From an optimization exercise on the open Yosys and OpenROAD flow, aimed at small area and a short achievable clock period; shortcuts taken in it are not production practice. Only simulation tests tie the RTL to the original design; equivalence was not proved. Power is estimated from default activity; no workload was simulated.

### flow/flow/run.sh
#!/bin/bash
# The standard ORFS layout, with one change: synthesis maps the logic with an
# area-oriented ABC script (flow/abc_area.script) instead of ORFS's, which
# upsizes and buffers every gate before placement. Timing repair after
# placement sizes up only the gates on paths that need it.
set -euo pipefail
here=$(pwd)
rm -rf "$here/scripts"
cp -r "$FLOW_HOME/scripts" "$here/scripts"
cp "$here/flow/abc_area.script" "$here/scripts/abc_area.script"
bash standard.sh SCRIPTS_DIR="$here/scripts" finish > "$here/orfs_make.log" 2>&1
### flow/constraint.sdc
create_clock -name core_clock -period 7.0 [get_ports {clk}]
set_input_delay 1.4000 -clock core_clock [delete_from_list [all_inputs] [get_ports {clk}]]
set_output_delay 1.4000 -clock core_clock [all_outputs]
set_load 0.01 [all_outputs]
### flow/design.v
package usb_pkg;
  localparam int unsigned USB_BUF_DEPTH  = 64;
  localparam int unsigned USB_BUF_ADDR_W = 6;
  localparam logic [1:0] SIZE_BYTE = 2'd0;
  localparam logic [1:0] SIZE_HALF = 2'd1;
  localparam logic [1:0] SIZE_WORD = 2'd2;
  localparam logic [3:0] PID_OUT   = 4'b0001;
  localparam logic [3:0] PID_IN    = 4'b1001;
  localparam logic [3:0] PID_DATA0 = 4'b0011;
  localparam logic [3:0] PID_DATA1 = 4'b1011;
  localparam logic [3:0] PID_ACK   = 4'b0010;
  localparam logic [3:0] PID_NAK   = 4'b1010;
  localparam logic [3:0] PID_STALL = 4'b1110;
  function automatic logic [2:0] size_bytes(input logic [1:0] sz);
    logic [2:0] n;
    case (sz)
      SIZE_BYTE: n = 3'd1;
      SIZE_HALF: n = 3'd2;
      SIZE_WORD: n = 3'd4;
      default:   n = 3'd0;
    endcase
    size_bytes = n;
  endfunction
endpackage
module usb_buffer_mem
#(
  parameter int unsigned DEPTH  = usb_pkg::USB_BUF_DEPTH,
  parameter int unsigned ADDR_W = usb_pkg::USB_BUF_ADDR_W
) (
  input  logic              clk_i,
  input  logic [ADDR_W-1:0] waddr_i,      
  input  logic [3:0]        wlane_en_i,   
  input  logic [31:0]       wdata_i,      
  input  logic [ADDR_W-1:0] raddr_i,      
  output logic [31:0]       wbank_o,      
  output logic [31:0]       rbank_o       
);
  localparam int unsigned Rows  = DEPTH / 4;
  localparam int unsigned RowW  = ADDR_W - 2;
  logic [7:0] bank_q [4][Rows];
  for (genvar b = 0; b < 4; b++) begin : gen_bank
    logic [1:0]      wlane;
    logic [RowW-1:0] wrow, rrow;
    logic [7:0]      wbyte;
    logic            wen;
    assign wlane = 2'(b) - waddr_i[1:0];
    assign wrow  = waddr_i[ADDR_W-1:2] + RowW'(2'(b) < waddr_i[1:0]);
    assign wbyte = wdata_i[8*wlane +: 8];
    assign wen   = wlane_en_i[wlane];
    assign rrow  = raddr_i[ADDR_W-1:2] + RowW'(2'(b) < raddr_i[1:0]);
    assign rbank_o[8*b +: 8] = bank_q[b][rrow];
    assign wbank_o[8*b +: 8] = wbyte;
    for (genvar r = 0; r < Rows; r++) begin : gen_row
      always_ff @(posedge clk_i) begin
        if (wen && wrow == RowW'(r)) bank_q[b][r] <= wbyte;
      end
    end
  end
endmodule
module usb_data_buffer
#(
  parameter int unsigned DEPTH  = usb_pkg::USB_BUF_DEPTH,
  parameter int unsigned ADDR_W = usb_pkg::USB_BUF_ADDR_W
) (
  input  logic              clk,
  input  logic              n_rst,
  input  logic              flush,
  input  logic              clear,
  input  logic              store_rx_packet_data,
  input  logic [7:0]        rx_packet_data,
  input  logic              get_rx_data,
  input  logic              store_tx_data,
  input  logic [1:0]        data_size,
  input  logic [31:0]       tx_data,
  output logic [31:0]       rx_data,
  input  logic              get_tx_packet_data,
  output logic [7:0]        tx_packet_data,
  output logic [ADDR_W:0]   buffer_occupancy
);
  localparam int unsigned CntW = ADDR_W + 1;
  logic [ADDR_W-1:0] rd_ptr_q, rd_ptr_d, wr_ptr_q, wr_ptr_d;
  logic [CntW-1:0]   occ_q, occ_d;
  logic [7:0] occ_gt;
  logic [3:0] slot_free;
  logic [3:0] occ_gt_q;
  for (genvar k = 0; k < 8; k++) begin : gen_gt
    assign occ_gt[k] = occ_q > CntW'(k);
  end
  for (genvar k = 0; k < 4; k++) begin : gen_free
    assign slot_free[k] = occ_q < CntW'(DEPTH - k);
  end
  logic       sz1, sz2, sz4;
  logic       push_rx, push_tx, pop_tx, pop_rx;
  logic [2:0] push_oh, pop_oh;    
  logic       clr;
  assign sz1     = data_size == 2'd0;
  assign sz2     = data_size == 2'd1;
  assign sz4     = data_size == 2'd2;
  assign push_rx = store_rx_packet_data;
  assign push_tx = !store_rx_packet_data && store_tx_data;
  assign pop_tx  = get_tx_packet_data;
  assign pop_rx  = !get_tx_packet_data && get_rx_data;
  assign clr     = flush || clear;
  assign push_oh[0] = (push_rx || (push_tx && sz1)) && slot_free[0];
  assign push_oh[1] = push_tx && sz2 && slot_free[1];
  assign push_oh[2] = push_tx && sz4 && slot_free[3];
  assign pop_oh[0]  = (pop_tx || (pop_rx && sz1)) && occ_gt[0];
  assign pop_oh[1]  = pop_rx && sz2 && occ_gt[1];
  assign pop_oh[2]  = pop_rx && sz4 && occ_gt[3];
  logic [8:0]      sel;
  logic [CntW-1:0] cand [9];
  logic [3:0]      cand_gt [9];
  logic [3:0]      occ_gt_d;
  always_comb begin
    for (int i = 0; i < 9; i++) begin
      cand[i] = occ_q + CntW'(i) - CntW'(4);
      for (int k = 0; k < 4; k++) cand_gt[i][k] = cand[i] > CntW'(k);
    end
  end
  logic p0, q0;
  assign p0 = !(push_oh[0] || push_oh[1] || push_oh[2]);
  assign q0 = !(pop_oh[0] || pop_oh[1] || pop_oh[2]);
  assign sel[8] = push_oh[2] && q0;
  assign sel[7] = push_oh[2] && pop_oh[0];
  assign sel[6] = (push_oh[1] && q0) || (push_oh[2] && pop_oh[1]);
  assign sel[5] = (push_oh[0] && q0) || (push_oh[1] && pop_oh[0]);
  assign sel[4] = (p0 && q0) || (push_oh[0] && pop_oh[0]) || (push_oh[1] && pop_oh[1]) ||
                  (push_oh[2] && pop_oh[2]);
  assign sel[3] = (p0 && pop_oh[0]) || (push_oh[0] && pop_oh[1]);
  assign sel[2] = (p0 && pop_oh[1]) || (push_oh[1] && pop_oh[2]);
  assign sel[1] = push_oh[0] && pop_oh[2];
  assign sel[0] = p0 && pop_oh[2];
  always_comb begin
    occ_d    = '0;
    occ_gt_d = '0;
    for (int i = 0; i < 9; i++) begin
      occ_d    = occ_d    | ({CntW{sel[i]}} & cand[i]);
      occ_gt_d = occ_gt_d | ({4{sel[i]}} & cand_gt[i]);
    end
    rd_ptr_d = rd_ptr_q;
    if (pop_oh[0]) rd_ptr_d = rd_ptr_q + ADDR_W'(1);
    if (pop_oh[1]) rd_ptr_d = rd_ptr_q + ADDR_W'(2);
    if (pop_oh[2]) rd_ptr_d = rd_ptr_q + ADDR_W'(4);
    wr_ptr_d = wr_ptr_q;
    if (push_oh[0]) wr_ptr_d = wr_ptr_q + ADDR_W'(1);
    if (push_oh[1]) wr_ptr_d = wr_ptr_q + ADDR_W'(2);
    if (push_oh[2]) wr_ptr_d = wr_ptr_q + ADDR_W'(4);
    if (clr) begin
      rd_ptr_d = '0;
      wr_ptr_d = '0;
      occ_d    = '0;
      occ_gt_d = '0;
    end
  end
  always_ff @(posedge clk or negedge n_rst) begin
    if (!n_rst) begin
      rd_ptr_q <= '0;
      wr_ptr_q <= '0;
      occ_q    <= '0;
      occ_gt_q <= '0;
    end else begin
      rd_ptr_q <= rd_ptr_d;
      wr_ptr_q <= wr_ptr_d;
      occ_q    <= occ_d;
      occ_gt_q <= occ_gt_d;
    end
  end
  logic [31:0] push_data, wbank, rbank;
  assign push_data = push_rx ? {tx_data[31:8], rx_packet_data} : tx_data;
  usb_buffer_mem #(
    .DEPTH  (DEPTH),
    .ADDR_W (ADDR_W)
  ) u_mem (
    .clk_i      (clk),
    .waddr_i    (wr_ptr_q),
    .wlane_en_i (slot_free),
    .wdata_i    (push_data),
    .raddr_i    (rd_ptr_q + ADDR_W'(4)),
    .wbank_o    (wbank),
    .rbank_o    (rbank)
  );
  logic [3:0][7:0] win_q, win_d;
  logic [3:0] rot_q, rot_d;
  always_comb begin
    rot_d = rot_q;
    if (pop_oh[0]) rot_d = {rot_q[2:0], rot_q[3]};
    if (pop_oh[1]) rot_d = {rot_q[1:0], rot_q[3:2]};
    if (clr)       rot_d = 4'b0001;
  end
  always_ff @(posedge clk or negedge n_rst) begin
    if (!n_rst) rot_q <= 4'b0001;
    else        rot_q <= rot_d;
  end
  for (genvar b = 0; b < 4; b++) begin : gen_win
    logic [3:0] at;        
    logic       popped, held, behind_held;
    for (genvar j = 0; j < 4; j++) begin : gen_at
      assign at[j] = rot_q[(b - j + 4) % 4];
    end
    assign popped      = pop_oh[2] || (pop_oh[1] && (at[0] || at[1])) || (pop_oh[0] && at[0]);
    assign held        = |(at & occ_gt[3:0]);
    assign behind_held = |(at & occ_gt[7:4]);
    always_comb begin
      if (popped) win_d[b] = behind_held ? rbank[8*b +: 8] : wbank[8*b +: 8];
      else        win_d[b] = held        ? win_q[b]         : wbank[8*b +: 8];
    end
  end
  always_ff @(posedge clk) begin
    win_q <= win_d;
  end
  logic [3:0][7:0] lane;
  always_comb begin
    lane = '0;
    for (int k = 0; k < 4; k++)
      for (int b = 0; b < 4; b++) lane[k] = lane[k] | (win_q[b] & {8{rot_q[(b - k + 4) % 4]}});
  end
  usb_out_mask u_out_mask (
    .lane_i      (lane),
    .occ_gt_i    (occ_gt_q),
    .data_size_i (data_size),
    .rx_data_o   (rx_data),
    .tx_data_o   (tx_packet_data)
  );
  assign buffer_occupancy = occ_q;
endmodule
module usb_out_mask (
  input  logic [3:0][7:0] lane_i,
  input  logic [3:0]      occ_gt_i,
  input  logic [1:0]      data_size_i,
  output logic [31:0]     rx_data_o,
  output logic [7:0]      tx_data_o
);
  logic [3:0] lane_on;
  assign lane_on[0] = occ_gt_i[0] && !(data_size_i[1] && data_size_i[0]);
  assign lane_on[1] = (occ_gt_i[1] && data_size_i[1] && !data_size_i[0]) ||
                      (occ_gt_i[1] && !data_size_i[1] && data_size_i[0]);
  assign lane_on[2] = occ_gt_i[2] && data_size_i[1] && !data_size_i[0];
  assign lane_on[3] = occ_gt_i[3] && data_size_i[1] && !data_size_i[0];
  for (genvar k = 0; k < 4; k++) begin : gen_rx
    assign rx_data_o[8*k +: 8] = lane_on[k] ? lane_i[k] : 8'h00;
  end
  assign tx_data_o = occ_gt_i[0] ? lane_i[0] : 8'h00;
endmodule
### flow/flow/abc_area.script
strash
&get -n
&fraig -x
&put
scorr
dc2
strash
&get -n
&dch -f
&nf -R 1000
&put
### flow/standard.sh
#!/bin/bash
# synth_recipe.tcl (not shown) runs the flow's synth.tcl, then flattens the netlist and writes it again
# the make line also repeats each setting of config.mk as NAME=value (left out here)
make -C /OpenROAD-flow-scripts/flow DESIGN_CONFIG=/design/flow/config.mk WORK_HOME=/design/flow/orfs CLKGATE_MAP_FILE= SYNTH_SCRIPT=/design/flow/synth_recipe.tcl "${@:-finish}"
### flow/config.mk
export PLATFORM = sky130hd
export DESIGN_NAME = usb_data_buffer
export DESIGN_NICKNAME = usb_data_buffer
export VERILOG_FILES = /design/flow/design.v
export SDC_FILE = /design/flow/constraint.sdc
export NUM_CORES = 4
export LEC_CHECK = 0
export ABC_AREA = 1
export CAP_MARGIN = 20
export CORE_MARGIN = 2
export CORE_UTILIZATION = 45
export CTS_BUF_LIST = sky130_fd_sc_hd__clkbuf_8
export CTS_CLUSTER_DIAMETER = 50
export CTS_CLUSTER_SIZE = 16
export SETUP_SLACK_MARGIN = 3.5
export SLEW_MARGIN = 20
export SYNTH_HIERARCHICAL = 1
export SYNTH_MINIMUM_KEEP_SIZE = 0
==> results of run 1 <==
Yosys stat by module (local to each module, per instance), excerpt:
module / copies in the design / area [um^2] / cells
usb_data_buffer: 1 / 5160 / 613
usb_out_mask: 1 / 283 / 45
worst max-delay path, cell delays in order, from the launching register on:
cell and delay (ps):
dfstp_4 500, buf_8 150, buf_6 120, buf_12 140, a222oi_1 290, nand2_1 160, and2_4 160, buf_6 110
cell usage in the layout (no fill, tap or decap), types with 22 or more instances in the layout:
| cell type | instances |
|---|---|
| mux4_2 | 32 |
| clkbuf_8 | 54 |
| o21ai_0 | 44 |
| a222oi_1 | 141 |
| xnor2_1 | 26 |
| nand2_1 | 211 |
| buf_4 | 47 |
| nor2_2 | 38 |
| buf_6 | 44 |
| nor3_1 | 22 |
| a21oi_1 | 57 |
| and2_4 | 28 |
| xor2_1 | 23 |
| clkdlybuf4s50_1 | 53 |
| nand3_1 | 55 |
| mux2_1 | 42 |
| edfxtp_1 | 544 |
| ha_1 | 38 |
| a22oi_1 | 59 |
| nor2_1 | 106 |
routing by layer:
metal | up-vias | global-route usage
met5 | - | 0
met4 | 2 | 0.0855
met3 | 147 | 0.0441
met2 | 975 | 0.437
met1 | 9151 | 0.386
li1 | 7745 | -
sequential cells by signal, summed over array words and instances (netlist names):
name,count
rd_ptr_q,6
wr_ptr_q,6
win_q,32
rot_q,4
occ_gt_q,4
u_mem.bank_q,512
occ_q,7
stage by stage:
stage          setup slack [ps]  hold WS (ps)  power, uW
2_1_floorplan              3510           484       4730
3_3_place_gp               1920           572       5220
3_5_place_dp               1840           567       5230
4_1_cts                    3240           583       7410
5_1_grt                    3170           609       7700
6_report                   3280           579       7470
how the worst max path moves through the flow:
stage | endpoint | cells past startpoint
after global placement | rx_data[9] | 5
after detailed placement | rx_data[15] | 5
final | rx_data[27] | 7
after global routing | rx_data[6] | 6
after floorplan | rx_data[10] | 3
after CTS | rx_data[2] | 6
cell type report:
cell class,instances,area share
inverter,14,0.00215
clock buffer,54,0.0250
tap,748,0.0315
clock inverter,38,0.0134
multi-input combinational,1187,0.296
timing repair buffer,175,0.0583
sequential,571,0.574
antenna,1,0.0000843
power groups by stage:
stage,clock (uW),sequential (uW),combinational [uW]
2_1_floorplan,0,4160,570
3_3_place_gp,0,4220,1000
3_5_place_dp,0,4230,1010
4_1_cts,2190,4140,1080
5_1_grt,2310,4160,1230
6_report,2170,4150,1160
cell families after synthesis:
group,after synthesis,synth area share
and+or+nand+nor,616,0.112
DFF,571,0.674
xor gates and xnor gates,53,0.0184
buffers and inverters,14,0.00208
AOI/OAI and AO/OA,399,0.124
adders and majority gates,42,0.0208
muxes,77,0.0485
what timing repair did:
| item | 4_1_cts | 5_1_grt |
|---|---|---|
| setup endpoints to repair | 631 | 283 |
| buffers inserted | 31 | 17 |
| cloned | 1 | 1 |
| pin swaps | 60 | 54 |
| resized for setup | 340 | 107 |
==> summary.md, run 1 <==
| Metric | Value |
|---|---|
| Slew Viols, Final | `0` |
| Commonest cells post-synth | `edfxtp_1 (544), nand2_1 (224), nor2_1 (164), a222oi_1 (141), a21oi_1 (61)` |
| Post-Syn Nets | `1864` |
| Crit path required time | `5600 ps` |
| Worst vdd ir | `0.000177 V` |
| Vias in the first global route | `17220` |
| H-Tree Level Count | `2` |
| Power Dens Cells | `252 nW/um^2` |
| First drt pass iteration count | `11` |
| F_max | `269 MHz` |
| Sw Ratio | `0.293` |
| Top FF cell, synth | `edfxtp_1` |
| Drt first-iter violations | `2746` |
| Root Driver | `clkbuf_8` |
| GPL Wtd Cong | `0.939` |
| Row Count | `86` |
| Cell variety after synth | `53` |
| Residual DRC | `0` |
| Multi-input logic area | `8790 um^2` |
| WS Path Type | `reg -> out` |
| Fin util | `0.537` |
| Synth Instances | `1772` |
| Share of layout cells above drive strength 1 | `0.193` |
| Post-Syn Area | `25200 um^2` |
| Area leader, netlist | `edfxtp_1` |
| Post-synth EDFFs | `544` |
| Tcrit/Tclk final | `0.531` |
| Reg-to-Reg End | `u_mem.bank_q[35][5]$_DFFE_PP_` |
| Syn avg cell area | `14.2 um^2` |
| Most common cell in the synthesized netlist | `edfxtp_1` |
| Clock slew at reported path FFs | `90 ps` |
| Die Y | `241 um` |
| Leakage | `0.00992 uW` |
| Measured slew at the worst slew-check pin | `1090 ps` |
| Initial core utilization | `0.456` |
| Setup_tns | `0 ps` |
| WL final | `79900 um` |
| Sequential power share | `0.555` |
| Outcome | `finished clean` |
| Final setup vio count | `0` |
| Total CTS buffers | `54` |
| Port Buf Inserts | `96` |
| Global-route wire length before repair | `115000 um` |
| Placed inst area | `27400 um^2` |
| Die Width | `241 um` |
| Largest net degree at the start of global routing | `45` |
| Start of the worst register-to-register path | `wr_ptr_q[1]$_DFFE_PN0P_` |
| Met2 Routed Length | `37500 um` |
| Setup crit end kind | `output pin` |
| CTS hold repair buffers | `0` |
| Vias/cell | `6.46` |
| GR Overflow Total | `0` |
| Uppermost layer routed | `met5` |
| Synth area leaders | `edfxtp_1 (65%), a222oi_1 (5.6%), nand2_1 (3.3%), mux4_2 (2.9%), dfrtp_1 (2.6%)` |
| Initial antenna violation count | `2` |
| Pint | `5280 uW` |
| Layout Cells excl Fill | `2788` |
| Metal3 WL | `7180 um` |
| Register area | `17000 um^2` |
| Routed WL per cell | `28.6 um` |
| Final Hold Fails | `0` |
| Combinational Power Share | `0.155` |
| Vias after detailed routing | `18020` |
| Worst hold path stage count | `1` |
| Global Route Usage Sum | `0.273` |
| CTS max path bufs | `3` |
| Post-DP HPWL | `53600 um` |
| Met1 wire length | `32700 um` |
| Fillers | `4689` |
| Max_slew headroom | `0.269` |
| Reg2reg path depth | `8` |
| Final Cell Area | `29700 um^2` |
| Min Tclk post-route | `3720 ps` |
| R2R setup slack | `3550 ps` |
| Post-DRT Antenna Nets | `0` |
| Synth async-reset ratio | `0.0473` |
| Core area | `55300 um^2` |
| Sequential area share after synthesis | `0.674` |
| Area Growth Syn to Fin | `17.7%` |
| Clock latency on the worst-skew pair | `700 ps` |
| RSZ-0062 raised after global routing | `yes` |
| Net Switching | `2190 uW` |
| Worst Hold Launch | `rd_ptr_q[0]$_DFFE_PN0P_` |
| Final Skew | `37.4 ps` |
| Final nets | `2095` |
| Post-Place Cells | `2645` |
| Synth warnings | `11` |
| Crit Path Max Fanout | `7` |
| Sink Count | `571` |
| Startpoint Class | `register` |
| Clock Power Share | `0.290` |
| Die area | `58000 um^2` |
| Share of the synthesized area in the top cell type | `0.648` |
| HP Class | `reg -> reg` |
| Worst Hold End | `rd_ptr_q[0]$_DFFE_PN0P_` |
| I/O pins | `97` |
| Max-cap viol count | `0` |
| Crit path from | `rot_q[0]$_DFFE_PN1P_` |
| CTS tree | `built` |
| Flip-flop and latch count after synthesis | `571` |
| Critical path arrival | `2320 ps` |
==> run 2: changes to the inputs <==
--- a/flow/design.v
+++ b/flow/design.v
@@ -47,3 +47,6 @@
     assign wrow  = waddr_i[ADDR_W-1:2] + RowW'(2'(b) < waddr_i[1:0]);
-    assign wbyte = wdata_i[8*wlane +: 8];
+    always_comb begin
+      wbyte = '0;
+      for (int l = 0; l < 4; l++) wbyte = wbyte | (wdata_i[8*l +: 8] & {8{wlane == 2'(l)}});
+    end
     assign wen   = wlane_en_i[wlane];
==> summary.md, run 2 <==
| Metric | Value |
|---|---|
| Outcome | `finished clean` |
| Tcrit/Tclk final | `0.542` |
| Post-DRT Antenna Nets | `0` |
| Vias in the first global route | `17595` |
| CTS max path bufs | `3` |
| Vias after detailed routing | `18580` |
| I/O pins | `97` |
| Final nets | `2195` |
| Fin util | `0.545` |
| CTS tree | `built` |
| Dpl ws | `1820 ps` |
| Max_slew headroom | `0.333` |
| Routed WL per cell | `27.6 um` |
| F_max | `263 MHz` |
| Crit path required time | `5600 ps` |
| Synth async-reset ratio | `0.0473` |
| Multi-input logic area | `8650 um^2` |
| Area Growth Syn to Fin | `19.8%` |
| Global-route wire length before repair | `116000 um` |
| GR Overflow Total | `0` |
| Post-Syn Nets | `1928` |
| Setup_tns | `0 ps` |
| Synth Instances | `1833` |
| H-Tree Level Count | `2` |
| Power Dens Cells | `256 nW/um^2` |
| WL final | `79500 um` |
| First drt pass iteration count | `10` |
| Global Route Usage Sum | `0.273` |
| R2R setup slack | `3550 ps` |
| Die area | `57600 um^2` |
| WS Path Type | `reg -> out` |
| Slew Viols, Final | `0` |
| Tot Pwr | `7700 uW` |
| Synth warnings | `11` |
| Largest net degree at the start of global routing | `33` |
| Layout Cells excl Fill | `2883` |
| HP Class | `reg -> reg` |
| Crit Path Max Fanout | `15` |
| Flip-flop and latch count after synthesis | `571` |
| Slack of the critical path | `3200 ps` |
| Most common cell after layout, fill and taps aside | `edfxtp_1` |
| Row Count | `86` |
| Die Width | `240 um` |
| Sink Count | `571` |
| Measured slew at the worst slew-check pin | `997 ps` |
| Drt first-iter violations | `3193` |
| Max-cap viol count | `0` |
| Largest regs | `u_mem.bank_q: 512 flops, win_q: 32 flops, occ_q: 7 flops` |
| Die Y | `240 um` |
| Top FF cell, synth | `edfxtp_1` |
| Area leader, netlist | `edfxtp_1` |
| Critical path arrival | `2400 ps` |
| Total CTS buffers | `55` |
| Initial core utilization | `0.455` |
| Max reg flops | `512` |
| Share of the synthesized area in the top cell type | `0.652` |
| Share of layout cells above drive strength 1 | `0.196` |
| Root Driver | `clkbuf_8` |
| # diodes | `0` |
| Clock latency on the worst-skew pair | `700 ps` |
| Clock slew at reported path FFs | `90 ps` |
| Register area | `17000 um^2` |
| RSZ-0062 raised after global routing | `yes` |
| Leakage | `0.0102 uW` |
| Core area | `55100 um^2` |
| Final Skew | `50.8 ps` |
| Commonest cells post-synth | `edfxtp_1 (544), nand2_1 (295), a222oi_1 (195), nor2_1 (167), nand3_1 (51)` |
| Setup crit end kind | `output pin` |
| Post-Place Cells | `2704` |
| GPL Wtd Cong | `0.930` |
| Syn avg cell area | `13.7 um^2` |
| Initial antenna violation count | `2` |
| Residual DRC | `0` |
| Post-DP HPWL | `52800 um` |
| Post-synth EDFFs | `544` |
| Final Hold Fails | `0` |
| Startpoint Class | `register` |
| Most frequent cells in the layout | `edfxtp_1 (544), nand2_1 (280), a222oi_1 (195)` |
| Sequential area share after synthesis | `0.679` |
| Vias/cell | `6.44` |
| Cell variety after synth | `48` |
| Port Buf Inserts | `96` |
| Most common cell in the synthesized netlist | `edfxtp_1` |
| Final setup vio count | `0` |
| Worst vdd ir | `0.000168 V` |
| Register name with the most flops | `u_mem.bank_q` |
| Fillers | `4623` |
| Post-Syn Area | `25100 um^2` |
| Synth area leaders | `edfxtp_1 (65%), a222oi_1 (7.8%), nand2_1 (4.4%), dfrtp_1 (2.6%), nor2_1 (2.5%)` |
| Min Tclk post-route | `3800 ps` |
run 2: cell types whose count changed in the layout (fill, tap and decap cells not counted), moves of 6 or more:
cell,change
nand2_1,+69
a222oi_1,+54
mux4_2,-32
a22oi_1,-29
buf_4,+28
a21oi_1,-12
nor2_1,-11
nor2_2,+10
or2_0,+7
a22o_1,-6
xor2_1,-6
run 2: stage by stage:
stage | instance area, um^2 | hold WS, ps
2_1_floorplan | 25100 | 510
3_3_place_gp | 27200 | 604
3_5_place_dp | 27200 | 606
4_1_cts | 29200 | 634
5_1_grt | 30000 | 680
6_report | 30000 | 641
run 2: power breakdown:
| part | internal, uW | total, uW | switching (uW) |
|---|---|---|---|
| logic | 470 | 1360 | 892 |
| registers | 3980 | 4120 | 143 |
| clock network | 957 | 2210 | 1250 |
run 2: final timing paths:
check,cells after the start,from,end
max in group asynchronous,2,n_rst,occ_q[2]$_DFF_PN0_
worst max register to register,9,rd_ptr_q[0]$_DFFE_PN0P_,win_q[7]$_DFFE_PP_
worst min-delay path,2,rd_ptr_q[5]$_DFFE_PN0P_,rd_ptr_q[5]$_DFFE_PN0P_
min in group asynchronous,2,n_rst,occ_gt_q[0]$_DFF_PN0_
worst min register to register,2,rd_ptr_q[5]$_DFFE_PN0P_,rd_ptr_q[5]$_DFFE_PN0P_
worst max-delay path,5,rot_q[1]$_DFFE_PN0P_,rx_data[27]
run 2: cell type report:
class | count | share of cell area
clock buffer | 57 | 0.0261
clock inverter | 35 | 0.0135
inverter | 20 | 0.00304
multi-input combinational | 1243 | 0.288
sequential | 571 | 0.568
tap | 748 | 0.0312
timing repair buffer | 209 | 0.0704
run 2: modules after synthesis, one instance, submodules excluded, a selection:
module,cells inside,cell area [um^2],times used
usb_data_buffer,613,5160,1
usb_out_mask,45,283,1
run 2: worst max-delay path: stages, from the launching register on:
cell and delay, ps:
dfrtp_2 440, buf_12 160, a222oi_1 440, nand2_1 210
and2_0 190, dlygate4sd2_1 280
run 2: kinds of logic (layout without fill, tap and decap cells):
kind of cell | count (synthesis) | count (layout) | share of synthesized area
simple gates | 685 | 686 | 0.122
flops | 571 | 571 | 0.679
compound gates | 415 | 415 | 0.135
xor+xnor | 50 | 50 | 0.0175
mux | 47 | 47 | 0.0209
fa+ha+maj | 45 | 45 | 0.0225
buf+inv | 20 | 321 | 0.00299
run 2: timing repair:
| item | CTS | global route |
|---|---|---|
| gates resized for setup | 322 | 136 |
| setup buffers | 36 | 44 |
| cloned | 4 | 3 |
| endpoints found under the setup margin | 648 | 585 |
| hold buffers | 0 | 0 |
| pin swaps | 46 | 65 |
run 2: metal layers:
metal,vias up,global-route usage,share of wire
met5,-,0,0.00010
met4,2,0.0909,0.032
met3,165,0.0454,0.096
met2,1115,0.434,0.47
met1,9244,0.383,0.41
li1,8054,-,-
==> run 3: changes to the inputs <==
==> flow/flow/run.sh (replaced) <==
#!/bin/bash
# The standard ORFS layout, with two changes:
#  - synthesis maps the logic with an area-oriented ABC script
#    (flow/abc_area.script) instead of ORFS's, which upsizes and buffers every
#    gate before placement; timing repair after placement sizes up only the
#    gates on paths that need it;
#  - every port still gets its own buffer, but the smallest buffer cell is
#    inserted (repair then sizes up those on critical paths).
set -euo pipefail
here=$(pwd)
rm -rf "$here/scripts"
cp -r "$FLOW_HOME/scripts" "$here/scripts"
cp "$here/flow/abc_area.script" "$here/scripts/abc_area.script"
bash standard.sh SCRIPTS_DIR="$here/scripts" \
  "BUFFER_PORTS_ARGS=-buffer_cell sky130_fd_sc_hd__buf_1" finish > "$here/orfs_make.log" 2>&1
==> summary.md, run 3 <==
| Metric | Value |
|---|---|
| Outcome | `finished clean` |
| Start of the worst register-to-register path | `occ_q[2]$_DFF_PN0_` |
| Sequential area share after synthesis | `0.679` |
| R2R setup slack | `3520 ps` |
| Area leader, netlist | `edfxtp_1` |
| Worst hold path stage count | `2` |
| Worst Hold Launch | `rd_ptr_q[5]$_DFFE_PN0P_` |
| Leakage | `0.00993 uW` |
| Crit Path Max Fanout | `12` |
| Residual DRC | `0` |
| Min Tclk post-route | `3670 ps` |
| Startpoint Class | `register` |
| Initial core utilization | `0.455` |
| Most common cell after layout, fill and taps aside | `edfxtp_1` |
| Largest regs | `u_mem.bank_q: 512 flops, win_q: 32 flops, occ_q: 7 flops` |
| Vias/cell | `6.42` |
| Critical path arrival | `2270 ps` |
| First drt pass iteration count | `15` |
| Power Dens Cells | `262 nW/um^2` |
| Synth warnings | `11` |
| Syn avg cell area | `13.7 um^2` |
| Final Hold Fails | `0` |
| Initial antenna violation count | `8` |
| I/O pins | `97` |
| Total CTS buffers | `57` |
| CTS tree | `built` |
| Setup crit end kind | `output pin` |
| Clock slew at reported path FFs | `100 ps` |
| Fin util | `0.533` |
| Global-route wire length before repair | `117000 um` |
| Max reg flops | `512` |
| Final Cell Area | `29300 um^2` |
| Synth Instances | `1833` |
| Global Route Usage Sum | `0.276` |
| Setup_tns | `0 ps` |
| Share of layout cells above drive strength 1 | `0.183` |
| Top FF cell, synth | `edfxtp_1` |
| Sink Count | `571` |
| Root Driver | `clkbuf_8` |
| Routed WL per cell | `28.2 um` |
| Clock latency on the worst-skew pair | `700 ps` |
| Die Width | `240 um` |
| Die Y | `240 um` |
| Most common cell in the synthesized netlist | `edfxtp_1` |
| Slew Viols, Final | `0` |
| H-Tree Level Count | `2` |
| Layout Cells excl Fill | `2876` |
| CTS max path bufs | `3` |
| Max-cap viol count | `0` |
| Largest net degree at the start of global routing | `33` |
| Tot Pwr | `7680 uW` |
| Post-Syn Area | `25100 um^2` |
| Placed inst area | `26700 um^2` |
| F_max | `273 MHz` |
| Worst Hold End | `rd_ptr_q[5]$_DFFE_PN0P_` |
| Multi-input logic area | `8520 um^2` |
| Die area | `57600 um^2` |
| Share of the synthesized area in the top cell type | `0.652` |
| Most frequent cells in the layout | `edfxtp_1 (544), nand2_1 (284), a222oi_1 (195)` |
| Area Growth Syn to Fin | `17.0%` |
| Drt first-iter violations | `3138` |
| HP Class | `reg -> reg` |
| Post-DP HPWL | `54200 um` |
| Row Count | `86` |
| Crit path required time | `5600 ps` |
| Cell variety after synth | `48` |
| Post-Syn Nets | `1928` |
| Final Skew | `27.2 ps` |
| Flip-flop and latch count after synthesis | `571` |
| Post-synth EDFFs | `544` |
| Core area | `55100 um^2` |
| Synth area leaders | `edfxtp_1 (65%), a222oi_1 (7.8%), nand2_1 (4.4%), dfrtp_1 (2.6%), nor2_1 (2.5%)` |
| Max_slew headroom | `0.286` |
| RSZ-0062 raised after global routing | `yes` |
| Tcrit/Tclk final | `0.524` |
| WS Path Type | `reg -> out` |
| Measured slew at the worst slew-check pin | `1070 ps` |
| GPL Wtd Cong | `0.952` |
| Final nets | `2177` |
| Reg-to-Reg End | `u_mem.bank_q[55][7]$_DFFE_PP_` |
| Port Buf Inserts | `96` |
| Fillers | `4705` |
| Post-Place Cells | `2708` |
| Worst vdd ir | `0.000165 V` |
| Commonest cells post-synth | `edfxtp_1 (544), nand2_1 (295), a222oi_1 (195), nor2_1 (167), nand3_1 (51)` |
| Synth async-reset ratio | `0.0473` |
| Post-DRT Antenna Nets | `0` |
| Vias after detailed routing | `18451` |
| Reg2reg path depth | `8` |
| Final setup vio count | `0` |
| Register area | `17000 um^2` |
| WL final | `81200 um` |
| Vias in the first global route | `17321` |
| Register name with the most flops | `u_mem.bank_q` |
| GR Overflow Total | `0` |
-- run 3: changes by cell type in the layout (fill, tap and decap cells not counted), moves of 5 or more --
cell,before,now
buf_1,0,57
clkdlybuf4s50_1,53,0
nor2_4,24,3
nor2_2,48,64
buf_2,12,6
clkinv_1,15,21
diode_2,0,6
and2_4,23,28
buf_6,42,37
nand2_2,15,10
nor2_1,95,100
-- run 3: cell type report --
cell class,instances,share of cell area
clock inverters,41,0.0149
clock buffers,58,0.0272
diodes,6,0.000512
inverters,20,0.00307
flip-flops and latches,571,0.581
repair buffers,189,0.0515
well taps,748,0.0319
multi-input cells,1243,0.290
-- run 3: worst max-delay path, cell delays in order (launching register included) --
cell and delay [ps]:
dfstp_4 520, buf_4 200, a222oi_1 390, nand2_1 180, and2_0 170, buf_1 130
-- run 3: worst max path at each step --
stage	endpoint	cells after the start	slack [ps]	from
2_1_floorplan	occ_gt_q[0]$_DFF_PN0_	13	3470	occ_q[3]$_DFF_PN0_
3_3_place_gp	occ_gt_q[0]$_DFF_PN0_	13	2430	occ_q[3]$_DFF_PN0_
3_5_place_dp	occ_gt_q[0]$_DFF_PN0_	13	2310	occ_q[3]$_DFF_PN0_
4_1_cts	u_mem.bank_q[53][6]$_DFFE_PP_	8	3290	occ_q[2]$_DFF_PN0_
5_1_grt	rx_data[15]	5	3270	rot_q[0]$_DFFE_PN1P_
6_report	rx_data[13]	5	3330	rot_q[0]$_DFFE_PN1P_
-- run 3: timing repair --
item,CTS,global route
gates cloned,1,4
hold buffers,0,0
endpoints found under the setup margin,630,530
pin swaps,46,50
buffers inserted,30,28
gates resized for setup,225,75
-- run 3: cells by family after synthesis --
logic type	share of synthesized area
AO/OA/AOI/OAI	0.135
XOR/XNOR	0.0175
adder cells (fa/ha/maj)	0.0225
buffers and inverters	0.00299
flip-flops	0.679
multiplexers	0.0209
AND/OR/NAND/NOR	0.122
-- run 3: per-module statistics from Yosys (local to each module, per instance), excerpt --
module,copies in the design,cells,flops+latches,area [um^2]
usb_out_mask,1,45,0,283
usb_data_buffer,1,613,59,5160
-- run 3: metal layers --
layer | up-vias | GRT usage | wire, um
met2 | 1119 | 0.441 | 38000
li1 | 8017 | - | -
met3 | 146 | 0.0431 | 7510
met1 | 9167 | 0.386 | 33000
met5 | - | 0 | 13
met4 | 2 | 0.0967 | 2650
-- run 3: through the flow --
stage / setup WS [ps] / hold slack [ps]
global placement: 2430 / 576
CTS: 3290 / 604
floorplan: 3470 / 510
detailed placement: 2310 / 584
global route: 3270 / 617
finish: 3330 / 600
-- run 3: power by group --
part | switching (uW) | leakage, uW | internal (uW)
combinational | 873 | 0.00397 | 427
clock | 1300 | 0.000619 | 956
sequential | 136 | 0.00534 | 3980
==> run 4: changes to the inputs <==
--- a/flow/design.v
+++ b/flow/design.v
@@ -47,6 +47,3 @@
     assign wrow  = waddr_i[ADDR_W-1:2] + RowW'(2'(b) < waddr_i[1:0]);
-    always_comb begin
-      wbyte = '0;
-      for (int l = 0; l < 4; l++) wbyte = wbyte | (wdata_i[8*l +: 8] & {8{wlane == 2'(l)}});
-    end
+    assign wbyte = wdata_i[8*wlane +: 8];
     assign wen   = wlane_en_i[wlane];
@@ -237,4 +234,3 @@
   assign lane_on[0] = occ_gt_i[0] && !(data_size_i[1] && data_size_i[0]);
-  assign lane_on[1] = (occ_gt_i[1] && data_size_i[1] && !data_size_i[0]) ||
-                      (occ_gt_i[1] && !data_size_i[1] && data_size_i[0]);
+  assign lane_on[1] = occ_gt_i[1] && (data_size_i[1] != data_size_i[0]);
   assign lane_on[2] = occ_gt_i[2] && data_size_i[1] && !data_size_i[0];
==> summary.md, run 4 <==
| Metric | Value |
|---|---|
| First drt pass iteration count | `9` |
| Area leader, netlist | `edfxtp_1` |
| Crit path required time | `5600 ps` |
| F_max | `278 MHz` |
| Post-DP HPWL | `53800 um` |
| Synth Instances | `1785` |
| WS Path Type | `in -> out` |
| Post-DRT Antenna Nets | `0` |
| Tcrit/Tclk final | `0.513` |
| # diodes | `0` |
| Clock latency on the worst-skew pair | `700 ps` |
| CTS max path bufs | `3` |
| Critical path arrival | `2190 ps` |
| Clock slew at reported path FFs | `100 ps` |
| Largest regs | `u_mem.bank_q: 512 flops, win_q: 32 flops, occ_q: 7 flops` |
| Hold Slack | `548 ps` |
| Most frequent cells in the layout | `edfxtp_1 (544), nand2_1 (221), a222oi_1 (138)` |
| Post-synth EDFFs | `544` |
| H-Tree Level Count | `2` |
| Share of the synthesized area in the top cell type | `0.647` |
| Post-Place Cells | `2656` |
| Die Y | `241 um` |
| Final Hold Fails | `0` |
| Synth area leaders | `edfxtp_1 (65%), a222oi_1 (5.5%), nand2_1 (3.4%), mux4_2 (2.9%), dfrtp_1 (2.6%)` |
| Max reg flops | `512` |
| Initial antenna violation count | `1` |
| Post-Syn Nets | `1878` |
| Register name with the most flops | `u_mem.bank_q` |
| Residual DRC | `0` |
| Final Skew | `52.1 ps` |
| Area Growth Syn to Fin | `16.6%` |
| Measured slew at the worst slew-check pin | `1220 ps` |
| Synth async-reset ratio | `0.0473` |
| CTS hold repair buffers | `0` |
| Total CTS buffers | `55` |
| Max-cap viol count | `0` |
| Min Tclk post-route | `3590 ps` |
| Routed WL per cell | `28.4 um` |
| Setup crit end kind | `output pin` |
| Drt first-iter violations | `3036` |
| Slew Viols, Final | `0` |
| Flip-flop and latch count after synthesis | `571` |
| Crit-path cells | `buf_12 -> and3b_2 -> buf_6 -> and2_4 -> buf_6` |
| Startpoint Class | `primary input` |
| Most common cell in the synthesized netlist | `edfxtp_1` |
| Commonest cells post-synth | `edfxtp_1 (544), nand2_1 (228), nor2_1 (161), a222oi_1 (138), nand3_1 (67)` |
| Row Count | `86` |
| Sink Count | `571` |
| Slowest CP cell | `and3b_2` |
| Core area | `55300 um^2` |
| Port Buf Inserts | `96` |
| GPL Wtd Cong | `0.954` |
| Root Driver | `clkbuf_8` |
| Max incr delay on CP | `270 ps` |
| Share of layout cells above drive strength 1 | `0.198` |
| Global-route wire length before repair | `114000 um` |
| Outcome | `finished clean` |
| Slack of the critical path | `3410 ps` |
| Crit Path Max Fanout | `4` |
| Buf/Inv on CP | `3` |
| Post-Syn Area | `25300 um^2` |
| Layout Cells excl Fill | `2802` |
| Vias in the first global route | `17022` |
| Most common cell after layout, fill and taps aside | `edfxtp_1` |
| Worst vdd ir | `0.000152 V` |
| Top FF cell, synth | `edfxtp_1` |
| Synth warnings | `11` |
| CP top delay family | `simple AND/OR/NAND/NOR gates` |
| Die area | `58100 um^2` |
| Fillers | `4674` |
| HP Class | `reg -> reg` |
| Dpl ws | `2360 ps` |
| Leakage | `0.00984 uW` |
| Power Dens Cells | `252 nW/um^2` |
| Vias/cell | `6.44` |
| Initial core utilization | `0.457` |
| Final nets | `2110` |
| Max_slew headroom | `0.182` |
| Cell variety after synth | `50` |
| CTS tree | `built` |
| WL final | `79600 um` |
| Vias after detailed routing | `18031` |
| Die Width | `241 um` |
| Largest net degree at the start of global routing | `42` |
| Sequential area share after synthesis | `0.673` |
| Setup_tns | `0 ps` |
| GR Overflow Total | `0` |
| RSZ-0062 raised after global routing | `yes` |
| Syn avg cell area | `14.2 um^2` |
| Final setup vio count | `0` |
| I/O pins | `97` |
| Most used cell, CP | `buf_6` |
| Global Route Usage Sum | `0.271` |
## run 4: changes by cell type after synthesis, sizes merged, moves of 7 or more
cell,before,now
mux4,0,32
a22oi,32,58
a21oi,49,63
and2,36,29
and3,13,21
a222oi,195,138
nand3,51,67
or2,13,3
nand2,295,228
## run 4: what timing repair did
action,in CTS,in global routing
gates cloned,2,4
pin swaps,39,57
buffers inserted,20,26
resized for setup,231,69
endpoints found under the setup margin,633,454
## run 4: worst paths after layout
kind                                         start                      end  slack [ps]  cells past startpoint
setup / recovery                      data_size[0]              rx_data[26]        3410                      5
hold / removal             rd_ptr_q[4]$_DFFE_PN0P_  rd_ptr_q[4]$_DFFE_PN0P_         550                      1
setup reg to reg           rd_ptr_q[2]$_DFFE_PN0P_      win_q[16]$_DFFE_PP_        3590                     11
hold reg to reg            rd_ptr_q[4]$_DFFE_PN0P_  rd_ptr_q[4]$_DFFE_PN0P_         550                      1
max in group asynchronous                    n_rst       occ_q[1]$_DFF_PN0_        5510                      1
min in group asynchronous                    n_rst  rd_ptr_q[0]$_DFFE_PN0P_         800                      1
## run 4: worst reg2reg max path: cells and delay by family (launching register included)
family / cells / cell delay (ps)
mux: 1 / 340
simple gates: 4 / 690
compound gates: 2 / 860
flops: 1 / 480
xor+xnor: 2 / 430
fa+ha+maj: 1 / 210
buf+inv: 1 / 160
## run 4: routing by layer
metal  vias to the layer above  part of all wire  global-route usage
met2                       921              0.47               0.434
li1                       7801                 -                   -
met4                         0             0.028              0.0724
met5                         -                 0                   0
met1                      9178              0.41               0.389
met3                       131             0.089              0.0382
## run 4: where the power goes
part	switching, uW	total, uW	leakage (uW)	internal [uW]
Clock	1260	2200	0.000605	941
Sequential	170	4150	0.00532	3990
Combinational	712	1070	0.00392	356
Total	2140	7420	0.00984	5280
## run 4: cell type report
cell class	count	area [um^2]	area share
repair buffers	175	1400	0.0475
well taps	748	936	0.0318
inverters	16	68.8	0.00234
flip-flops and latches	571	17000	0.579
clock inverters	39	410	0.0139
multi-input cells	1198	8840	0.300
clock buffers	55	757	0.0257
## run 4: kinds of logic (layout without fill, tap and decap cells)
kind of cell / Yosys count / in the layout / synth area share
multiplexers: 77 / 77 / 0.0484
adder cells (fa/ha/maj): 43 / 43 / 0.0213
AO/OA/AOI/OAI: 400 / 400 / 0.123
AND/OR/NAND/NOR: 628 / 628 / 0.114
XOR/XNOR: 50 / 50 / 0.0173
buffers and inverters: 16 / 285 / 0.00238
flip-flops: 571 / 571 / 0.673
## run 4: per-stage QoR
| stage | area [um^2] | power [uW] | util |
|---|---|---|---|
| 5_1_grt | 29500 | 7650 | 0.533 |
| 6_report | 29500 | 7420 | 0.533 |
| 2_1_floorplan | 25300 | 4700 | - |
| 4_1_cts | 28900 | 7370 | 0.522 |
| 3_5_place_dp | 26800 | 5140 | 0.485 |
| 3_3_place_gp | 26800 | 5130 | 0.485 |
## run 4: per-module statistics from Yosys (local to each module, per instance), excerpt
module           cell area [um^2]  copies in the design  cells inside  flip-flops and latches
usb_data_buffer              5200                     1           628                      59
usb_out_mask                  280                     1            43                       0
==> run 5: changes to the inputs <==
--- a/flow/config.mk
+++ b/flow/config.mk
@@ -10,3 +10,3 @@
 export CORE_MARGIN = 2
-export CORE_UTILIZATION = 45
+export CORE_UTILIZATION = 55
 export CTS_BUF_LIST = sky130_fd_sc_hd__clkbuf_8
@@ -14,2 +14,3 @@
 export CTS_CLUSTER_SIZE = 16
+export PLACE_DENSITY = 0.7
 export SETUP_SLACK_MARGIN = 3.5
==> summary.md, run 5 <==
| Metric | Value |
|---|---|
| Outcome | `finished clean` |
| Max_slew headroom | `0.260` |
| Final nets | `2097` |
| Vias after detailed routing | `18246` |
| Share of layout cells above drive strength 1 | `0.182` |
| Clock slew at reported path FFs | `100 ps` |
| Post-Syn Area | `25300 um^2` |
| Final Hold Fails | `0` |
| Synth area leaders | `edfxtp_1 (65%), a222oi_1 (5.5%), nand2_1 (3.4%), mux4_2 (2.9%), dfrtp_1 (2.6%)` |
| WS Path Type | `reg -> out` |
| CTS max path bufs | `3` |
| Register name with the most flops | `u_mem.bank_q` |
| Max incr delay on CP | `560 ps` |
| GPL Wtd Cong | `0.968` |
| Largest net degree at the start of global routing | `43` |
| Dpl ws | `2410 ps` |
| WL final | `77100 um` |
| Row Count | `78` |
| Crit path from | `rot_q[0]$_DFFE_PN1P_` |
| CP top delay family | `flip-flops` |
| Power Dens Cells | `244 nW/um^2` |
| Area leader, netlist | `edfxtp_1` |
| Tcrit/Tclk final | `0.537` |
| Setup crit end kind | `output pin` |
| Commonest cells post-synth | `edfxtp_1 (544), nand2_1 (228), nor2_1 (161), a222oi_1 (138), nand3_1 (67)` |
| Worst vdd ir | `0.000180 V` |
| Cell variety after synth | `50` |
| Drt first-iter violations | `3198` |
| Largest regs | `u_mem.bank_q: 512 flops, win_q: 32 flops, occ_q: 7 flops` |
| Die Width | `218 um` |
| Share of the synthesized area in the top cell type | `0.647` |
| Initial core utilization | `0.557` |
| Grt peak-use layer | `met2` |
| Clock latency on the worst-skew pair | `700 ps` |
| Met1 usage | `0.459` |
| Slew Viols, Final | `0` |
| Vias/cell | `6.93` |
| H-Tree Level Count | `2` |
| Initial antenna violation count | `0` |
| Sequential area share after synthesis | `0.673` |
| Total CTS buffers | `48` |
| Post-synth EDFFs | `544` |
| Post-Syn Nets | `1878` |
| M3 GR Usage | `0.0540` |
| Flip-flop and latch count after synthesis | `571` |
| RSZ-0062 raised after global routing | `yes` |
| Port Buf Inserts | `96` |
| Placed inst area | `26600 um^2` |
| Crit path required time | `5600 ps` |
| Leakage | `0.00969 uW` |
| HP Class | `reg -> reg` |
| Slowest CP cell | `dfstp_4` |
| Critical path arrival | `2360 ps` |
| Synth warnings | `11` |
| # diodes | `0` |
| GR Overflow Total | `0` |
| Min Tclk post-route | `3760 ps` |
| Syn avg cell area | `14.2 um^2` |
| Max-cap viol count | `0` |
| Routed WL per cell | `29.3 um` |
| Max reg flops | `512` |
| Post-DP HPWL | `51400 um` |
| Vias in the first global route | `17049` |
| Root Driver | `clkbuf_8` |
| Core area | `45400 um^2` |
| Final Skew | `38.8 ps` |
| Final setup vio count | `0` |
| Sink Count | `571` |
| Die Y | `218 um` |
| Buf/Inv on CP | `1` |
| First drt pass iteration count | `10` |
| Crit Path Max Fanout | `13` |
| Most common cell in the synthesized netlist | `edfxtp_1` |
| Worst Hold Launch | `rd_ptr_q[1]$_DFFE_PN0P_` |
| Slack of the critical path | `3240 ps` |
| F_max | `266 MHz` |
| GR Util met2 | `0.502` |
| CTS tree | `built` |
| Crit-path cells | `a222oi_1 -> nand2_1 -> and2_2 -> nor2b_1 -> buf_1` |
| I/O pins | `97` |
| Die area | `47700 um^2` |
| Start of the worst register-to-register path | `rd_ptr_q[2]$_DFFE_PN0P_` |
| Residual DRC | `0` |
| Global Route Usage Sum | `0.320` |
| Final Cell Area | `29200 um^2` |
| Synth async-reset ratio | `0.0473` |
| Global-route wire length before repair | `111000 um` |
| Hold Slack | `607 ps` |
| Setup_tns | `0 ps` |
| Synth Instances | `1785` |
| Measured slew at the worst slew-check pin | `1100 ps` |
| Most frequent cells in the layout | `edfxtp_1 (544), nand2_1 (222), a222oi_1 (138)` |
| Top FF cell, synth | `edfxtp_1` |
| Startpoint Class | `register` |
| Most common cell after layout, fill and taps aside | `edfxtp_1` |
| Post-DRT Antenna Nets | `0` |
| Area Growth Syn to Fin | `15.8%` |
-- run 5: modules after synthesis (local to each module, per instance), excerpt --
module	area, um^2	flip-flops and latches
usb_data_buffer	5200	59
usb_out_mask	280	0
-- run 5: layout make-up --
type | instances | area, um^2
Multi-Input combinational cell | 1198 | 9000
Fill cell | 3269 | 16100
Clock inverter | 29 | 267
Tap cell | 600 | 751
Timing Repair Buffer | 169 | 1420
Inverter | 16 | 73.8
Sequential cell | 571 | 17000
Clock buffer | 51 | 702
-- run 5: metrics by stage --
stage | utilization | power (uW) | instances
6_report | 0.644 | 7130 | 2634
5_1_grt | 0.644 | 7330 | 2634
4_1_cts | 0.631 | 7050 | 2610
3_5_place_dp | 0.586 | 5120 | 2507
3_3_place_gp | 0.586 | 5110 | 2507
2_1_floorplan | - | 4700 | 1785
-- run 5: worst paths after layout --
kind / to / slack (ps) / cells after the start
max: rx_data[6] / 3240 / 5
min: rd_ptr_q[1]$_DFFE_PN0P_ / 610 / 2
max reg2reg: win_q[16]$_DFFE_PP_ / 3550 / 11
max in group asynchronous: occ_q[4]$_DFF_PN0_ / 5910 / 2
min in group asynchronous: wr_ptr_q[4]$_DFFE_PN0P_ / 730 / 2
min reg2reg: rd_ptr_q[1]$_DFFE_PN0P_ / 610 / 2
-- run 5: repair_timing --
action                                  4_1_cts  5_1_grt
gates cloned                                  1        2
pin swaps                                    35       45
setup buffers                                22       22
hold endpoints to repair                      0        0
endpoints found under the setup margin      630      593
gates resized for setup                     227       91
hold buffers                                  0        0
-- run 5: where the power goes --
group | leakage [uW] | switching, uW | total [uW] | internal (uW)
combinational | 0.00383 | 714 | 1050 | 338
clock | 0.000531 | 1150 | 1930 | 780
sequential | 0.00533 | 161 | 4140 | 3980
total | 0.00969 | 2020 | 7130 | 5100
-- run 5: logic make-up after synthesis --
family	count (synthesis)	share of synthesized area
mux	77	0.0484
compound gates	400	0.123
buf+inv	16	0.00238
flops	571	0.673
xor+xnor	50	0.0173
simple gates	628	0.114
fa+ha+maj	43	0.0213
-- run 5: worst min-delay path, delay by kind of cell, from the launching register on --
kind               cells  cell delay, ps
DFF                    1             450
and+or+nand+nor        1              60
AOI/OAI and AO/OA      1              60
-- run 5: metal layers --
metal | vias up | wire [um]
li1 | 7767 | -
met1 | 9133 | 30200
met2 | 1175 | 36100
met3 | 171 | 8010
met4 | 0 | 2840
met5 | - | 0
==> run 6: changes to the inputs <==
--- a/flow/config.mk
+++ b/flow/config.mk
@@ -10,3 +10,3 @@
 export CORE_MARGIN = 2
-export CORE_UTILIZATION = 55
+export CORE_UTILIZATION = 45
 export CTS_BUF_LIST = sky130_fd_sc_hd__clkbuf_8
@@ -14,4 +14,3 @@
 export CTS_CLUSTER_SIZE = 16
-export PLACE_DENSITY = 0.7
-export SETUP_SLACK_MARGIN = 3.5
+export SETUP_SLACK_MARGIN = 3.8
 export SLEW_MARGIN = 20
==> summary.md, run 6 <==
| Metric | Value |
|---|---|
| Register name with the most flops | `u_mem.bank_q` |
| Most used cell, CP | `buf_4` |
| Synth area leaders | `edfxtp_1 (65%), a222oi_1 (5.5%), nand2_1 (3.4%), mux4_2 (2.9%), dfrtp_1 (2.6%)` |
| Post-DP HPWL | `54000 um` |
| Commonest cells post-synth | `edfxtp_1 (544), nand2_1 (228), nor2_1 (161), a222oi_1 (138), nand3_1 (67)` |
| Power Dens Cells | `248 nW/um^2` |
| Sequential area share after synthesis | `0.673` |
| Final Hold Fails | `0` |
| Root Driver | `clkbuf_8` |
| Slowest CP cell | `dfrtp_2` |
| Leakage | `0.0103 uW` |
| Final nets | `2145` |
| WL final | `82000 um` |
| F_max | `275 MHz` |
| CTS tree | `built` |
| Most common cell after layout, fill and taps aside | `edfxtp_1` |
| Die area | `58100 um^2` |
| Sink Count | `571` |
| Synth warnings | `11` |
| GR Overflow Total | `0` |
| Min Tclk post-route | `3640 ps` |
| Drt first-iter violations | `2741` |
| Area leader, netlist | `edfxtp_1` |
| First drt pass iteration count | `11` |
| Slew Viols, Final | `0` |
| Flip-flop and latch count after synthesis | `571` |
| GPL Wtd Cong | `0.951` |
| RSZ-0062 raised after global routing | `yes` |
| Post-Syn Area | `25300 um^2` |
| Critical path arrival | `2240 ps` |
| Routed WL per cell | `28.8 um` |
| Global-route wire length before repair | `117000 um` |
| I/O pins | `97` |
| Global Route Usage Sum | `0.279` |
| Worst vdd ir | `0.000166 V` |
| Die Y | `241 um` |
| Startpoint Class | `register` |
| Outcome | `finished clean` |
| Tcrit/Tclk final | `0.520` |
| Max reg flops | `512` |
| Clock latency on the worst-skew pair | `700 ps` |
| Slack of the critical path | `3360 ps` |
| Post-synth EDFFs | `544` |
| Max incr delay on CP | `470 ps` |
| Cell variety after synth | `50` |
| Port Buf Inserts | `96` |
| Core area | `55300 um^2` |
| Vias/cell | `6.48` |
| Share of layout cells above drive strength 1 | `0.264` |
| Dpl ws | `2470 ps` |
| Most common cell in the synthesized netlist | `edfxtp_1` |
| WS Path Type | `reg -> out` |
| Share of the synthesized area in the top cell type | `0.647` |
| H-Tree Level Count | `2` |
| Synth Instances | `1785` |
| Max-cap viol count | `0` |
| Area Growth Syn to Fin | `22.0%` |
| Largest regs | `u_mem.bank_q: 512 flops, win_q: 32 flops, occ_q: 7 flops` |
| Final setup vio count | `0` |
| HP Class | `reg -> reg` |
| Vias after detailed routing | `18481` |
| Setup crit end kind | `output pin` |
| Clock slew at reported path FFs | `90 ps` |
| Initial core utilization | `0.457` |
| Initial antenna violation count | `3` |
| Post-Syn Nets | `1878` |
| Vias in the first global route | `17262` |
| Largest net degree at the start of global routing | `28` |
| Most frequent cells in the layout | `edfxtp_1 (544), nand2_1 (207), a222oi_1 (138)` |
| Syn avg cell area | `14.2 um^2` |
| Measured slew at the worst slew-check pin | `1100 ps` |
| Max_slew headroom | `0.266` |
| CTS hold repair buffers | `0` |
| CTS max path bufs | `3` |
| R2R setup slack | `3670 ps` |
| Setup_tns | `0 ps` |
| Final Skew | `22.7 ps` |
| Top FF cell, synth | `edfxtp_1` |
| Residual DRC | `0` |
| Synth async-reset ratio | `0.0473` |
| Row Count | `86` |
| Crit Path Max Fanout | `10` |
| Die Width | `241 um` |
| Crit path required time | `5600 ps` |
| Crit-path cells | `buf_12 -> buf_4 -> a222oi_1 -> nand2_1 -> and3_4 -> buf_4` |
| Total CTS buffers | `60` |
| Post-DRT Antenna Nets | `0` |
==> run 6: kinds of logic (layout without fill, tap and decap cells) <==
| kind of cell | Yosys count | after routing | share of synthesized area |
|---|---|---|---|
| and+or+nand+nor | 628 | 628 | 0.114 |
| buffers and inverters | 16 | 332 | 0.00238 |
| xor gates and xnor gates | 50 | 50 | 0.0173 |
| DFF | 571 | 571 | 0.673 |
| adders and majority gates | 43 | 43 | 0.0213 |
| muxes | 77 | 77 | 0.0484 |
| AOI/OAI and AO/OA | 400 | 400 | 0.123 |
| other | 0 | 2 | 0 |
==> run 6: cell type report <==
| type | instances | area, um^2 |
|---|---|---|
| antenna | 2 | 5.00 |
| clock buffer | 62 | 853 |
| clock inverter | 49 | 507 |
| fill | 4495 | 24500 |
| inverter | 16 | 72.6 |
| multi-input combinational | 1198 | 9640 |
| sequential | 571 | 17000 |
| tap | 748 | 936 |
| timing repair buffer | 205 | 1770 |
==> run 6: metal layers <==
metal | global-route usage | vias to the layer above | part of all wire
li1 | - | 7899 | -
met1 | 0.390 | 9349 | 0.40
met2 | 0.447 | 1100 | 0.47
met3 | 0.0433 | 133 | 0.099
met4 | 0.0963 | 0 | 0.032
met5 | 0 | - | 0
==> run 6: timing repair <==
| action | 4_1_cts | 5_1_grt |
|---|---|---|
| endpoints found under the setup margin | 639 | 571 |
| resized for setup | 296 | 151 |
| pin swaps | 62 | 68 |
| buffers inserted | 54 | 27 |
| cloned | 6 | 0 |
==> run 6: report_power, final <==
part / internal (uW) / switching (uW)
sequential: 3980 / 166
combinational: 378 / 744
clock: 1020 / 1350
total: 5390 / 2260
==> run 6: final timing paths <==
check | from | to | cells past startpoint
max reg2reg | rd_ptr_q[2]$_DFFE_PN0P_ | win_q[20]$_DFFE_PP_ | 14
min | u_mem.bank_q[1][4]$_DFFE_PP_ | win_q[4]$_DFFE_PP_ | 3
min reg2reg | u_mem.bank_q[1][4]$_DFFE_PP_ | win_q[4]$_DFFE_PP_ | 3
min in group asynchronous | n_rst | occ_gt_q[2]$_DFF_PN0_ | 1
max | rot_q[1]$_DFFE_PN0P_ | rx_data[15] | 6
max in group asynchronous | n_rst | occ_q[3]$_DFF_PN0_ | 1
==> run 6: stage by stage <==
| step | power (uW) | instance area (um^2) | hold WS, ps | instances | utilization |
|---|---|---|---|---|---|
| floorplan | 4710 | 25400 | 511 | 1785 | - |
| detailed placement | 5150 | 26900 | 600 | 2650 | 0.486 |
| CTS | 7570 | 29900 | 665 | 2821 | 0.541 |
| global route | 7880 | 30800 | 703 | 2850 | 0.557 |
| finish | 7640 | 30800 | 664 | 2851 | 0.557 |
| global placement | 5140 | 26900 | 572 | 2650 | 0.486 |
==> run 6: Yosys stat by module, one instance, submodules excluded, a selection <==
module,times used,flip-flops and latches,area (um^2)
usb_out_mask,1,0,280
usb_data_buffer,1,59,5200
==> run 6: worst max-delay path, delay by kind of cell, from the launching register on <==
kind | cells | cell delay, ps
buffers and inverters | 3 | 430
DFF | 1 | 470
and+or+nand+nor | 2 | 330
AOI/OAI and AO/OA | 1 | 310
==> run 7: changes to the inputs <==
--- a/flow/config.mk
+++ b/flow/config.mk
@@ -14,3 +14,3 @@
 export CTS_CLUSTER_SIZE = 16
-export SETUP_SLACK_MARGIN = 3.8
+export SETUP_SLACK_MARGIN = 3.2
 export SLEW_MARGIN = 20
==> summary.md, run 7 <==
| Metric | Value |
|---|---|
| RSZ-0062 raised after global routing | `yes` |
| Crit path from | `data_size[0]` |
| Share of layout cells above drive strength 1 | `0.113` |
| Sequential area share after synthesis | `0.673` |
| Synth Area in Adders | `0.0213` |
| Residual DRC | `0` |
| Max reg flops | `512` |
| Post-synthesis mux area share | `0.0484` |
| Tcrit/Tclk final | `0.533` |
| Final setup vio count | `0` |
| Initial core utilization | `0.457` |
| Post-synth EDFFs | `544` |
| Vias after detailed routing | `17814` |
| Sink Count | `571` |
| Startpoint Class | `primary input` |
| Die Y | `241 um` |
| Crit path required time | `5600 ps` |
| HP Class | `reg -> reg` |
| Min Tclk post-route | `3730 ps` |
| Area Growth Syn to Fin | `11.9%` |
| Vias in the first global route | `16665` |
| Global Route Usage Sum | `0.268` |
| Final nets | `2059` |
| Commonest cells post-synth | `edfxtp_1 (544), nand2_1 (228), nor2_1 (161), a222oi_1 (138), nand3_1 (67)` |
| Slew Viols, Final | `0` |
| Synth warnings | `11` |
| Flip-flop and latch count after synthesis | `571` |
| Post-Syn Nets | `1878` |
| Max_slew headroom | `0.277` |
| Clock slew at reported path FFs | `90 ps` |
| Worst Hold Launch | `u_mem.bank_q[44][4]$_DFFE_PP_` |
| CTS max path bufs | `3` |
| Post-Syn Area | `25300 um^2` |
| Crit Path Max Fanout | `6` |
| Power Dens Cells | `252 nW/um^2` |
| Tot Pwr | `7120 uW` |
| Die Width | `241 um` |
| Row Count | `86` |
| Syn avg cell area | `14.2 um^2` |
| Synth async-reset ratio | `0.0473` |
| Synth Instances | `1785` |
| Final Skew | `24.4 ps` |
| Cell variety after synth | `50` |
| H-Tree Level Count | `2` |
| Largest net degree at the start of global routing | `43` |
| Setup crit end kind | `output pin` |
| Port Buf Inserts | `96` |
| Largest regs | `u_mem.bank_q: 512 flops, win_q: 32 flops, occ_q: 7 flops` |
| Outcome | `finished clean` |
| Share of the synthesized area in the top cell type | `0.647` |
| GR Overflow Total | `0` |
| Leakage | `0.00925 uW` |
| Die area | `58100 um^2` |
| Critical path arrival | `2330 ps` |
| Max-cap viol count | `0` |
| Post-DRT Antenna Nets | `0` |
| Drt first-iter violations | `3062` |
| Area leader, netlist | `edfxtp_1` |
| Measured slew at the worst slew-check pin | `1080 ps` |
| Clock latency on the worst-skew pair | `680 ps` |
| Root Driver | `clkbuf_8` |
| Final Hold Fails | `0` |
| Global-route wire length before repair | `113000 um` |
| CTS tree | `built` |
| WS Path Type | `in -> out` |
| Register name with the most flops | `u_mem.bank_q` |
| GPL Wtd Cong | `0.921` |
| Simple-gate share of the synthesized area | `0.114` |
| Start of the worst register-to-register path | `occ_q[2]$_DFF_PN0_` |
| First drt pass iteration count | `9` |
| Worst vdd ir | `0.000138 V` |
| Synth area leaders | `edfxtp_1 (65%), a222oi_1 (5.5%), nand2_1 (3.4%), mux4_2 (2.9%), dfrtp_1 (2.6%)` |
| WL final | `78300 um` |
| Post-DP HPWL | `53300 um` |
| Top FF cell, synth | `edfxtp_1` |
| Most common cell in the synthesized netlist | `edfxtp_1` |
| Synth Area in XOR/XNOR | `0.0173` |
| Setup_tns | `0 ps` |
| Compound-Gate Fraction of Synth Area | `0.123` |
| Initial antenna violation count | `3` |
| I/O pins | `97` |
| Main combinational cell family by area after synthesis | `compound AO/OA/AOI/OAI gates` |
| F_max | `268 MHz` |
| Core area | `55300 um^2` |
| Most common cell after layout, fill and taps aside | `edfxtp_1` |
| Routed WL per cell | `28.5 um` |
| Most frequent cells in the layout | `edfxtp_1 (544), nand2_1 (226), a222oi_1 (138)` |
| Vias/cell | `6.48` |
| Total CTS buffers | `49` |
## run 7: cell counts after synthesis
Identical to the previous run, type by type.
## run 7: routing by layer
metal / wire length [um] / global-route usage / up-vias
met2: 35900 / 0.418 / 1078
li1: - / - / 7683
met1: 32700 / 0.395 / 8933
met4: 1960 / 0.0737 / 0
met3: 7700 / 0.0390 / 120
met5: 0 / 0 / -
## run 7: through the flow
step	worst slack, ps	utilization	hold slack [ps]	instances	instance area [um^2]
3_5_place_dp	2310	0.484	618	2651	26800
6_report	3270	0.511	675	2748	28300
3_3_place_gp	2440	0.484	593	2651	26700
4_1_cts	3190	0.508	678	2743	28100
2_1_floorplan	3210	-	511	1785	25300
5_1_grt	3020	0.511	707	2748	28300
## run 7: report_power, final
group | internal, uW | total (uW) | switching (uW)
clock network | 816 | 2000 | 1180
logic | 293 | 992 | 699
registers | 3980 | 4130 | 147
## run 7: layout make-up
cell class | count | area (um^2)
fillers | 4711 | 27000
repair buffers | 130 | 682
multi-input cells | 1198 | 8560
diodes | 2 | 5.00
clock inverters | 32 | 290
inverters | 16 | 67.6
clock buffers | 51 | 702
flip-flops and latches | 571 | 17000
well taps | 748 | 936
## run 7: cells by family (layout without fill, tap and decap cells)
group / count (synthesis) / after routing
flip-flops: 571 / 571
multiplexers: 77 / 77
AND/OR/NAND/NOR: 628 / 628
adder cells (fa/ha/maj): 43 / 43
AO/OA/AOI/OAI: 400 / 400
XOR/XNOR: 50 / 50
buffers and inverters: 16 / 229
other: 0 / 2
## run 7: worst max-delay path, cell delays in order
cell and delay, ps:
clkbuf_2 140, and3b_2 340, and2_1 240, buf_1 200
## run 7: per-module statistics from Yosys, one instance, submodules excluded, a selection
module           cell area, um^2  flip-flops and latches  times used
usb_data_buffer             5200                      59           1
usb_out_mask                 280                       0           1
## run 7: timing repair
item / 4_1_cts / 5_1_grt
gates resized for setup: 70 / 50
setup endpoints to repair: 584 / 507
buffers inserted: 9 / 1
pin swaps: 3 / 0
hold buffers: 0 / 0
## run 7: final timing paths
path,to,depth (start not counted),slack (ps)
worst max register to register,occ_gt_q[2]$_DFF_PN0_,11,3300
worst min register to register,win_q[20]$_DFFE_PP_,3,670
worst max-delay path,rx_data[29],4,3270
worst min-delay path,win_q[20]$_DFFE_PP_,3,670
min in group asynchronous,rd_ptr_q[1]$_DFFE_PN0P_,1,820
max in group asynchronous,occ_q[1]$_DFF_PN0_,1,5580

==> afterwards: timing with drivers on the ports <==
Ports are ideal in the flow. The routed layouts listed here were re-timed in OpenROAD.
Step 1: set_driving_cell puts a clkbuf_16 on clk and a buf_2 on each other input, an assumption about the parent block.
Step 2 moves the port delays by t, midway between the first and last clock arrival at a register: inputs arrive t later, outputs are due t later. That takes back most of the time a late clock gives input paths.
a / b / c = ideal ports / drivers / drivers and shift; a / b = the first two.
run	shift t [ns]	setup slack, ns	clock arrival spread, ns
run 1	0.737	3.283 / 3.230 / 2.965	0.038 / 0.038
run 2	0.726	3.204 / 3.152 / 2.880	0.051 / 0.051
run 3	0.736	3.331 / 3.277 / 2.950	0.031 / 0.031
run 4	0.724	3.406 / 3.347 / 2.999	0.054 / 0.054
run 5	0.730	3.242 / 3.190 / 3.114	0.044 / 0.044
run 6	0.744	3.357 / 3.302 / 3.187	0.025 / 0.025
run 7	0.720	3.267 / 3.231 / 2.588	0.031 / 0.031
After both steps every run listed still meets setup and hold. For run 7, which loses most, drivers alone change the setup slack by -0.036 ns; drivers and shift together by -0.679 ns.
